Background: an optimization exercise with open tools, aiming at small area, a short achievable clock period and few clock cycles. Do not read the settings as production practice.
Only simulation tests tie the RTL to the original design; equivalence was not proved.
No activity file was given, so power comes from the tool's default toggle rates.

// huffman_top
module huffman_top (
	input  logic                      clk,
	input  logic                      reset,
	input  logic                      gray_valid,
	input  huff_types_pkg::pixel_t    gray_data,
	output logic                      cnt_valid,
	output huff_types_pkg::count_t    cnt1,
	output huff_types_pkg::count_t    cnt2,
	output huff_types_pkg::count_t    cnt3,
	output huff_types_pkg::count_t    cnt4,
	output huff_types_pkg::count_t    cnt5,
	output huff_types_pkg::count_t    cnt6,
	output logic                      code_valid,
	output huff_types_pkg::code_t     hc1,
	output huff_types_pkg::code_t     hc2,
	output huff_types_pkg::code_t     hc3,
	output huff_types_pkg::code_t     hc4,
	output huff_types_pkg::code_t     hc5,
	output huff_types_pkg::code_t     hc6,
	output huff_types_pkg::len_mask_t m1,
	output huff_types_pkg::len_mask_t m2,
	output huff_types_pkg::len_mask_t m3,
	output huff_types_pkg::len_mask_t m4,
	output huff_types_pkg::len_mask_t m5,
	output huff_types_pkg::len_mask_t m6
);
For scale: roughly 1,900 cells after synthesis, about 160 I/O pins, about 15,000 um2 of cells after synthesis.
export LEC_CHECK = 0
export CAP_MARGIN = 20
export CORE_MARGIN = 2
export CORE_UTILIZATION = 55
export CTS_BUF_LIST = sky130_fd_sc_hd__clkbuf_8
export SLEW_MARGIN = 20
create_clock -name core_clock -period 8.0 [get_ports {clk}]
standard.sh (not shown) runs the stock make flow with config.mk's settings and CLKGATE_MAP_FILE= SYNTH_SCRIPT=/design/flow/synth_recipe.tcl, a recipe that flattens the netlist after the stock synthesis.
==> flow/flow/run.sh <==
#!/bin/bash
set -euo pipefail
bash standard.sh "BUFFER_PORTS_ARGS=-buffer_cell sky130_fd_sc_hd__buf_1" SETUP_SLACK_MARGIN=5.0 finish > make_finish.log 2>&1
Testbench counts at the start, summed over its fixed seeds: cycles 13,404.
Edit:
==> flow/run.sh (new file) <==
#!/bin/bash
# synth_recipe.tcl (not shown) runs the flow's synth.tcl, then flattens the netlist and writes it again
# the make line also repeats each setting of config.mk as NAME=value (left out here)
make -C /OpenROAD-flow-scripts/flow DESIGN_CONFIG=/design/flow/config.mk WORK_HOME=/design/flow/orfs CLKGATE_MAP_FILE= SYNTH_SCRIPT=/design/flow/synth_recipe.tcl finish
- CORE_UTILIZATION: 55 -> 40
- CTS_BUF_LIST: sky130_fd_sc_hd__clkbuf_8 -> unset
- SETUP_SLACK_MARGIN: unset -> 5.0
removed: flow/flow/run.sh
removed: flow/standard.sh
First-iteration DRC count fell by 6.3%.
Worst setup slack degrades by 63 ps.
Core utilization shrinks by 14 points.
Wire length rises by 5.4%.
Cell area went up by about 7%.
Final cell count is higher by about 7%.
Non-clock buffer count goes up by 41.
Critical path depth came out higher by 7.
Via count rises by 1.2%.
Count of clock-buffer cells in the layout falls by 15.
Edit:
==> flow/flow/run.sh (new file) <==
#!/bin/bash
set -euo pipefail
bash standard.sh "BUFFER_PORTS_ARGS=-buffer_cell sky130_fd_sc_hd__buf_1" SETUP_SLACK_MARGIN=5.0 finish > make_finish.log 2>&1
==> flow/standard.sh (new file) <==
#!/bin/bash
# synth_recipe.tcl (not shown) runs the flow's synth.tcl, then flattens the netlist and writes it again
# the make line also repeats each setting of config.mk as NAME=value (left out here)
make -C /OpenROAD-flow-scripts/flow DESIGN_CONFIG=/design/flow/config.mk WORK_HOME=/design/flow/orfs CLKGATE_MAP_FILE= SYNTH_SCRIPT=/design/flow/synth_recipe.tcl "${@:-finish}"
- CTS_BUF_LIST: unset -> sky130_fd_sc_hd__clkbuf_8
- SETUP_SLACK_MARGIN: 5.0 -> unset
removed: flow/run.sh
=>
- The new run finished with timing, DRC and antenna clean
- cell area came out lower by a few percent
- global-route usage went down by 0.22 points
- clock-buffer cell count is higher by 17
Edit:
==> flow/flow/run.sh (replaced) <==
#!/bin/bash
set -euo pipefail
bash standard.sh SETUP_SLACK_MARGIN=5.4 > make_finish.log 2>&1
- CTS_BUF_LIST: sky130_fd_sc_hd__clkbuf_8 -> unset
What happened:
- The new run finished with timing, DRC and antenna clean
- sequential cell count stays the same
- non-clock buffer count climbs by 143
- die area stays the same
- power drops by 4.0%
- design area climbs by 19%
- routed wire length climbs by 11%
Edit:
==> flow/flow/run.sh (replaced) <==
#!/bin/bash
set -euo pipefail
bash standard.sh "BUFFER_PORTS_ARGS=-buffer_cell sky130_fd_sc_hd__buf_4" SETUP_SLACK_MARGIN=5.0 finish > make_finish.log 2>&1
Effect: Sequential share of layout area came out higher by 2.9 points; first-iteration DRC count came out lower by 21%; global-route usage came out lower by 1.1 points; wire length came out lower by about 8%; setup slack is worse by 100 ps; die area does not change; non-clock buffer count came out lower by 148.

---

Another version of the RTL of huffman_top (not shown whole).
For scale: about 2,300 cells after synthesis, ~15,000 µm² of cells after synthesis.
==> flow/config.mk <==
export PLATFORM = sky130hd
export DESIGN_NAME = huffman_top
export DESIGN_NICKNAME = huffman_top
export VERILOG_FILES = /design/flow/design.v
export SDC_FILE = /design/flow/constraint.sdc
export NUM_CORES = 4
export LEC_CHECK = 0
export ABC_AREA = 1
export CAP_MARGIN = 20
export CORE_MARGIN = 2
export CORE_UTILIZATION = 40
export CTS_BUF_LIST = sky130_fd_sc_hd__clkbuf_8 sky130_fd_sc_hd__clkbuf_16
export GPL_ROUTABILITY_DRIVEN = 0
export SLEW_MARGIN = 20
export TNS_END_PERCENT = 0
==> flow/constraint.sdc <==
create_clock -name core_clock -period 8.0 [get_ports {clk}]
set_input_delay 1.6000 -clock core_clock [delete_from_list [all_inputs] [get_ports {clk}]]
set_output_delay 1.6000 -clock core_clock [all_outputs]
set_load 0.01 [all_outputs]
==> flow/flow/run.sh <==
#!/bin/bash
set -euo pipefail
bash standard.sh "BUFFER_PORTS_ARGS=-buffer_cell sky130_fd_sc_hd__buf_1" SETUP_SLACK_MARGIN=5.25 finish > make_finish.log 2>&1
Testbench counts at the start, summed over its fixed seeds: cycles 13,084.
Edit:
==> flow/flow/run.sh (replaced) <==
#!/bin/bash
set -euo pipefail
bash standard.sh "BUFFER_PORTS_ARGS=-buffer_cell sky130_fd_sc_hd__buf_1" SETUP_SLACK_MARGIN=5.35 finish > make_finish.log 2>&1
The changed run finished with timing, DRC and antenna clean.
Setup slack improves by 120 ps.
Final cell count rises by 1.0%.
Global-route usage rises by 0.15 points.
Register-to-register slack improves by 30 ps.
Cell area rises by 3.0%.
Clock-buffer cell count does not change.
Routed wire length rises by 2.0%.
Power falls by 0.32%.
Hold slack barely changes.
Non-clock buffer count rises by 28.
Utilization rises by 1.3 points.
Edit:
==> flow/flow/run.sh (replaced) <==
#!/bin/bash
set -euo pipefail
bash standard.sh "BUFFER_PORTS_ARGS=-buffer_cell sky130_fd_sc_hd__buf_1" SETUP_SLACK_MARGIN=5.4 finish > make_finish.log 2>&1
What happened: The changed run produced a clean layout; power stays flat; clock-buffer cell count stays the same; maximum frequency went up by 0.94%; wire length barely changes; non-clock buffer count rose by 10; sequential share of layout area is about the same; cell area increases by 0.32%; area after synthesis is unchanged; synthesized cell count stays the same; sequential cell count is unchanged.
Edit:
==> flow/flow/run.sh (replaced) <==
#!/bin/bash
set -euo pipefail
bash standard.sh "BUFFER_PORTS_ARGS=-buffer_cell sky130_fd_sc_hd__buf_1" SETUP_SLACK_MARGIN=5.3 finish > make_finish.log 2>&1
The changed run went through all stages and came out clean. Area after synthesis does not change. Setup slack gets worse by 39 ps. Combinational power hardly moves.

---

The RTL this note starts from:
==> flow/design.v <==
package huff_types_pkg;
	typedef logic [8-1:0] pixel_t;
	typedef logic [8-1:0] count_t;
	typedef logic [6-1:0] sym_mask_t;
	typedef logic [8-1:0] code_t;
	typedef logic [8-1:0] len_mask_t;
endpackage
package huff_ctrl_pkg;
	typedef enum logic [1:0] {SORT_IDLE, SORT_PASS, SORT_DONE} sort_state_t;
	typedef enum logic [1:0] {MRG_IDLE, MRG_POP, MRG_INSERT, MRG_DONE} merge_state_t;
	typedef enum logic [1:0] {BLD_IDLE, BLD_WALK, BLD_DONE} build_state_t;
	typedef logic [$clog2(5)-1:0] round_t;
	typedef logic [$clog2(6+1)-1:0] step_t;
endpackage
`timescale 1ns/1ns
module huffman_top (
	input  logic                      clk,
	input  logic                      reset,
	input  logic                      gray_valid,
	input  huff_types_pkg::pixel_t    gray_data,
	output logic                      cnt_valid,
	output huff_types_pkg::count_t    cnt1,
	output huff_types_pkg::count_t    cnt2,
	output huff_types_pkg::count_t    cnt3,
	output huff_types_pkg::count_t    cnt4,
	output huff_types_pkg::count_t    cnt5,
	output huff_types_pkg::count_t    cnt6,
	output logic                      code_valid,
	output huff_types_pkg::code_t     hc1,
	output huff_types_pkg::code_t     hc2,
	output huff_types_pkg::code_t     hc3,
	output huff_types_pkg::code_t     hc4,
	output huff_types_pkg::code_t     hc5,
	output huff_types_pkg::code_t     hc6,
	output huff_types_pkg::len_mask_t m1,
	output huff_types_pkg::len_mask_t m2,
	output huff_types_pkg::len_mask_t m3,
	output huff_types_pkg::len_mask_t m4,
	output huff_types_pkg::len_mask_t m5,
	output huff_types_pkg::len_mask_t m6
);
	function automatic logic ge8(input logic [7:0] a, input logic [7:0] b);
		logic [7:0] g;
		logic [7:0] e;
		logic [3:0] g2;
		logic [3:0] e2;
		logic [1:0] g4;
		logic [1:0] e4;
		g = a & ~b;
		e = ~(g | (~a & b));
		for (int i = 0; i < 4; i++) begin
			g2[i] = g[2*i+1] | (e[2*i+1] & g[2*i]);
			e2[i] = e[2*i+1] & e[2*i];
		end
		for (int i = 0; i < 2; i++) begin
			g4[i] = g2[2*i+1] | (e2[2*i+1] & g2[2*i]);
			e4[i] = e2[2*i+1] & e2[2*i];
		end
		ge8 = g4[1] | (e4[1] & (g4[0] | e4[0]));
	endfunction
	function automatic logic [7:0] add8(input logic [7:0] a, input logic [7:0] b);
		logic [7:0] g;
		logic [7:0] p;
		logic [7:0] gg;
		logic [7:0] pp;
		logic [7:0] g1;
		logic [7:0] p1;
		g = a & b;
		p = a ^ b;
		gg = g;
		pp = p;
		for (int d = 1; d < 8; d = d * 2) begin
			g1 = gg;
			p1 = pp;
			for (int i = d; i < 8; i++) begin
				gg[i] = g1[i] | (p1[i] & g1[i - d]);
				pp[i] = p1[i] & p1[i - d];
			end
		end
		add8 = p ^ {gg[6:0], 1'b0};
	endfunction
	logic            seen;
	logic            closed;     
	logic            closed_d;   
	logic [5:0][7:0] cnt;
	always_ff @(posedge clk) begin
		if (reset) begin
			seen      <= 1'b0;
			closed    <= 1'b0;
			closed_d  <= 1'b0;
			cnt_valid <= 1'b0;
			cnt       <= '0;
		end else begin
			closed_d  <= closed;
			cnt_valid <= 1'b0;
			if (!closed) begin
				if (gray_valid) begin
					seen <= 1'b1;
					for (int i = 0; i < 6; i++) begin
						if (gray_data == 8'(i + 1)) begin
							cnt[i] <= cnt[i] + 8'd1;
						end
					end
				end else if (seen) begin
					closed    <= 1'b1;
					cnt_valid <= 1'b1;
				end
			end
		end
	end
	logic [5:0][5:0] ge_nx;
	logic [5:0][5:0] oh;
	logic [5:0][5:0] oh_nx;
	always_comb begin
		ge_nx = '0;
		for (int i = 0; i < 6; i++) begin
			for (int j = i + 1; j < 6; j++) begin
				ge_nx[i][j] = ge8(cnt[i], cnt[j]);
			end
		end
		for (int i = 0; i < 6; i++) begin
			oh_nx[i] = 6'b000001;
			for (int j = 0; j < 6; j++) begin
				if (j > i && ge_nx[i][j]) oh_nx[i] = {oh_nx[i][4:0], 1'b0};
				if (j < i && !ge_nx[j][i]) oh_nx[i] = {oh_nx[i][4:0], 1'b0};
			end
		end
	end
	always_ff @(posedge clk) begin
		oh <= oh_nx;
	end
	assign cnt1 = cnt[0];
	assign cnt2 = cnt[1];
	assign cnt3 = cnt[2];
	assign cnt4 = cnt[3];
	assign cnt5 = cnt[4];
	assign cnt6 = cnt[5];
	logic [5:0][2:0] slot;
	logic [5:0][7:0] sorted_w;
	logic [7:0]      sorted_s;
	always_comb begin
		for (int i = 0; i < 6; i++) begin
			slot[i][0] = oh[i][1] | oh[i][3] | oh[i][5];
			slot[i][1] = oh[i][2] | oh[i][3];
			slot[i][2] = oh[i][4] | oh[i][5];
		end
		for (int k = 0; k < 6; k++) begin
			sorted_w[k] = '0;
			for (int i = 0; i < 6; i++) begin
				sorted_w[k] = sorted_w[k] | (cnt[i] & {8{oh[i][k]}});
			end
		end
		sorted_s = add8(sorted_w[0], sorted_w[1]);
	end
	logic [5:0][7:0] w;       
	logic [7:0]      sw;      
	logic [5:0]      vld;     
	logic [5:0][2:0] ptr;     
	logic [5:0][4:0] code;    
	logic [5:0][4:0] msk;     
	logic [5:2]      t;       
	logic [2:0]      np;      
	logic [4:0][7:0] rw;
	logic [7:0]      rsw;
	logic [5:0][2:0] rptr;
	logic [5:0][4:0] rcode;
	logic [5:0][4:0] rmsk;
	always_comb begin
		logic [2:0] pv;
		logic [4:0] mv;
		logic [4:0] kv;
		for (int k = 2; k < 6; k++) begin
			t[k] = !ge8(w[k], sw) && vld[k];
		end
		np[2] = t[5];
		np[1] = t[3] & ~t[5];
		np[0] = (t[2] & ~t[3]) | (t[4] & ~t[5]);
		rw[0] = t[2] ? w[2] : sw;
		for (int i = 1; i < 4; i++) begin
			if (t[i + 2]) rw[i] = w[i + 2];
			else if (t[i + 1]) rw[i] = sw;
			else rw[i] = w[i + 1];
		end
		rw[4] = t[5] ? sw : w[5];
		rsw = t[3] ? add8(w[2], w[3]) : add8(w[2], sw);
		for (int s = 0; s < 6; s++) begin
			pv = ptr[s];
			mv = msk[s];
			kv = code[s];
			rcode[s] = kv;
			rmsk[s]  = mv;
			case (pv)
				3'd0: begin
					rptr[s]  = np;
					rcode[s] = kv | (~mv & {mv[3:0], 1'b1});
					rmsk[s]  = {mv[3:0], 1'b1};
				end
				3'd1: begin
					rptr[s]  = np;
					rmsk[s]  = {mv[3:0], 1'b1};
				end
				3'd2: rptr[s] = t[2] ? 3'd0 : 3'd1;
				3'd3: rptr[s] = t[3] ? 3'd1 : 3'd2;
				3'd4: rptr[s] = t[4] ? 3'd2 : 3'd3;
				default: rptr[s] = t[5] ? 3'd3 : 3'd4;
			endcase
		end
	end
	always_ff @(posedge clk) begin
		if (reset) begin
			code_valid <= 1'b0;
		end else if (closed_d && vld[1] && !vld[2]) begin
			code_valid <= 1'b1;
		end
	end
	always_ff @(posedge clk) begin
		if (!closed_d) begin
			w    <= sorted_w;
			sw   <= sorted_s;
			vld  <= 6'b111111;
			ptr  <= slot;
			code <= '0;
			msk  <= '0;
		end else if (vld[1]) begin
			w[4:0] <= rw;
			sw     <= rsw;
			vld    <= {1'b0, vld[5:1]};
			ptr    <= rptr;
			code   <= rcode;
			msk    <= rmsk;
		end
	end
	assign hc1 = {3'b0, code[0]};
	assign hc2 = {3'b0, code[1]};
	assign hc3 = {3'b0, code[2]};
	assign hc4 = {3'b0, code[3]};
	assign hc5 = {3'b0, code[4]};
	assign hc6 = {3'b0, code[5]};
	assign m1 = {3'b0, msk[0]};
	assign m2 = {3'b0, msk[1]};
	assign m3 = {3'b0, msk[2]};
	assign m4 = {3'b0, msk[3]};
	assign m5 = {3'b0, msk[4]};
	assign m6 = {3'b0, msk[5]};
endmodule
Settings: LEC_CHECK=0, CAP_MARGIN=20, CORE_MARGIN=2, CORE_UTILIZATION=40, SLEW_MARGIN=20; clock period 8.0 ns.
==> flow/flow/run.sh <==
#!/bin/bash
set -euo pipefail
bash standard.sh "BUFFER_PORTS_ARGS=-buffer_cell sky130_fd_sc_hd__buf_4" SETUP_SLACK_MARGIN=5.5 finish > make_finish.log 2>&1
Testbench counts at the start, summed over its fixed seeds: cycles 13,404.
==> next run, changes <==
==> flow/run.sh (new file) <==
#!/bin/bash
# synth_recipe.tcl (not shown) runs the flow's synth.tcl, then flattens the netlist and writes it again
# the make line also repeats each setting of config.mk as NAME=value (left out here)
make -C /OpenROAD-flow-scripts/flow DESIGN_CONFIG=/design/flow/config.mk WORK_HOME=/design/flow/orfs CLKGATE_MAP_FILE= SYNTH_SCRIPT=/design/flow/synth_recipe.tcl finish
Settings changed: SETUP_SLACK_MARGIN from default to 4.5.
removed: flow/flow/run.sh
removed: flow/standard.sh
Clock-buffer cell count came out lower by 4.
Final cell count decreases by 11%.
Utilization shrinks by 13 points.
Cell area shrinks by 22%.
Register-to-register slack is worse by 0.64 ns.
Critical path depth drops by 7.
Worst setup slack got worse by 0.56 ns.
Hold slack hardly moves.
Total power fell by 4.4%.

-- separate check: timing with driven ports --
In the flow no input, the clock included, has a driving cell. The finished layouts below were timed again as built, in two steps. Step 1 assumes that a clkbuf_16 drives the clock port and a buf_2 every other input. Step 2 moves the port delays by t, midway between the first and last clock arrival at a register: inputs arrive t later, outputs are due t later. That takes back most of the time a late clock gives input paths. a / b / c = ideal / step 1 / step 2; a / b = the first two.
run	t, ns	slack for setup (ns)	worst setup path after step 2	slew at the worst register clock pin (ns)	worst slew at a driven data input, ns
the first run of note 1	0.583	5.026 / 4.979 / 4.542	input to register	0.07 / 0.07	0.03
the second run of note 1	0.603	4.963 / 4.945 / 4.393	input to register	0.07 / 0.07	0.04
the third run of note 1	0.605	5.026 / 4.976 / 4.534	input to register	0.07 / 0.07	0.03
the fourth run of note 1	0.583	5.132 / 5.144 / 4.560	input to register	0.06 / 0.06	0.05
the fifth run of note 1	0.605	5.032 / 4.979 / 4.510	input to register	0.06 / 0.06	0.04
the first run of note 2	0.520	5.115 / 5.058 / 4.797	input to register	0.09 / 0.09	0.03
the second run of note 2	0.514	5.238 / 5.184 / 4.854	input to register	0.09 / 0.09	0.03
the third run of note 2	0.517	5.264 / 5.208 / 4.854	input to register	0.09 / 0.09	0.03
the fourth run of note 2	0.522	5.224 / 5.168 / 4.858	input to register	0.09 / 0.09	0.03
the first run of note 3	0.598	5.070 / 5.089 / 4.491	input to register	0.07 / 0.07	0.05
the second run of note 3	0.592	4.514 / 4.461 / 4.115	input to register	0.07 / 0.07	0.03
After both steps every run listed still meets setup and hold. The setup slack of the first run of note 3, which loses most, moves by +0.019 ns with the drivers and by -0.579 ns with both steps.
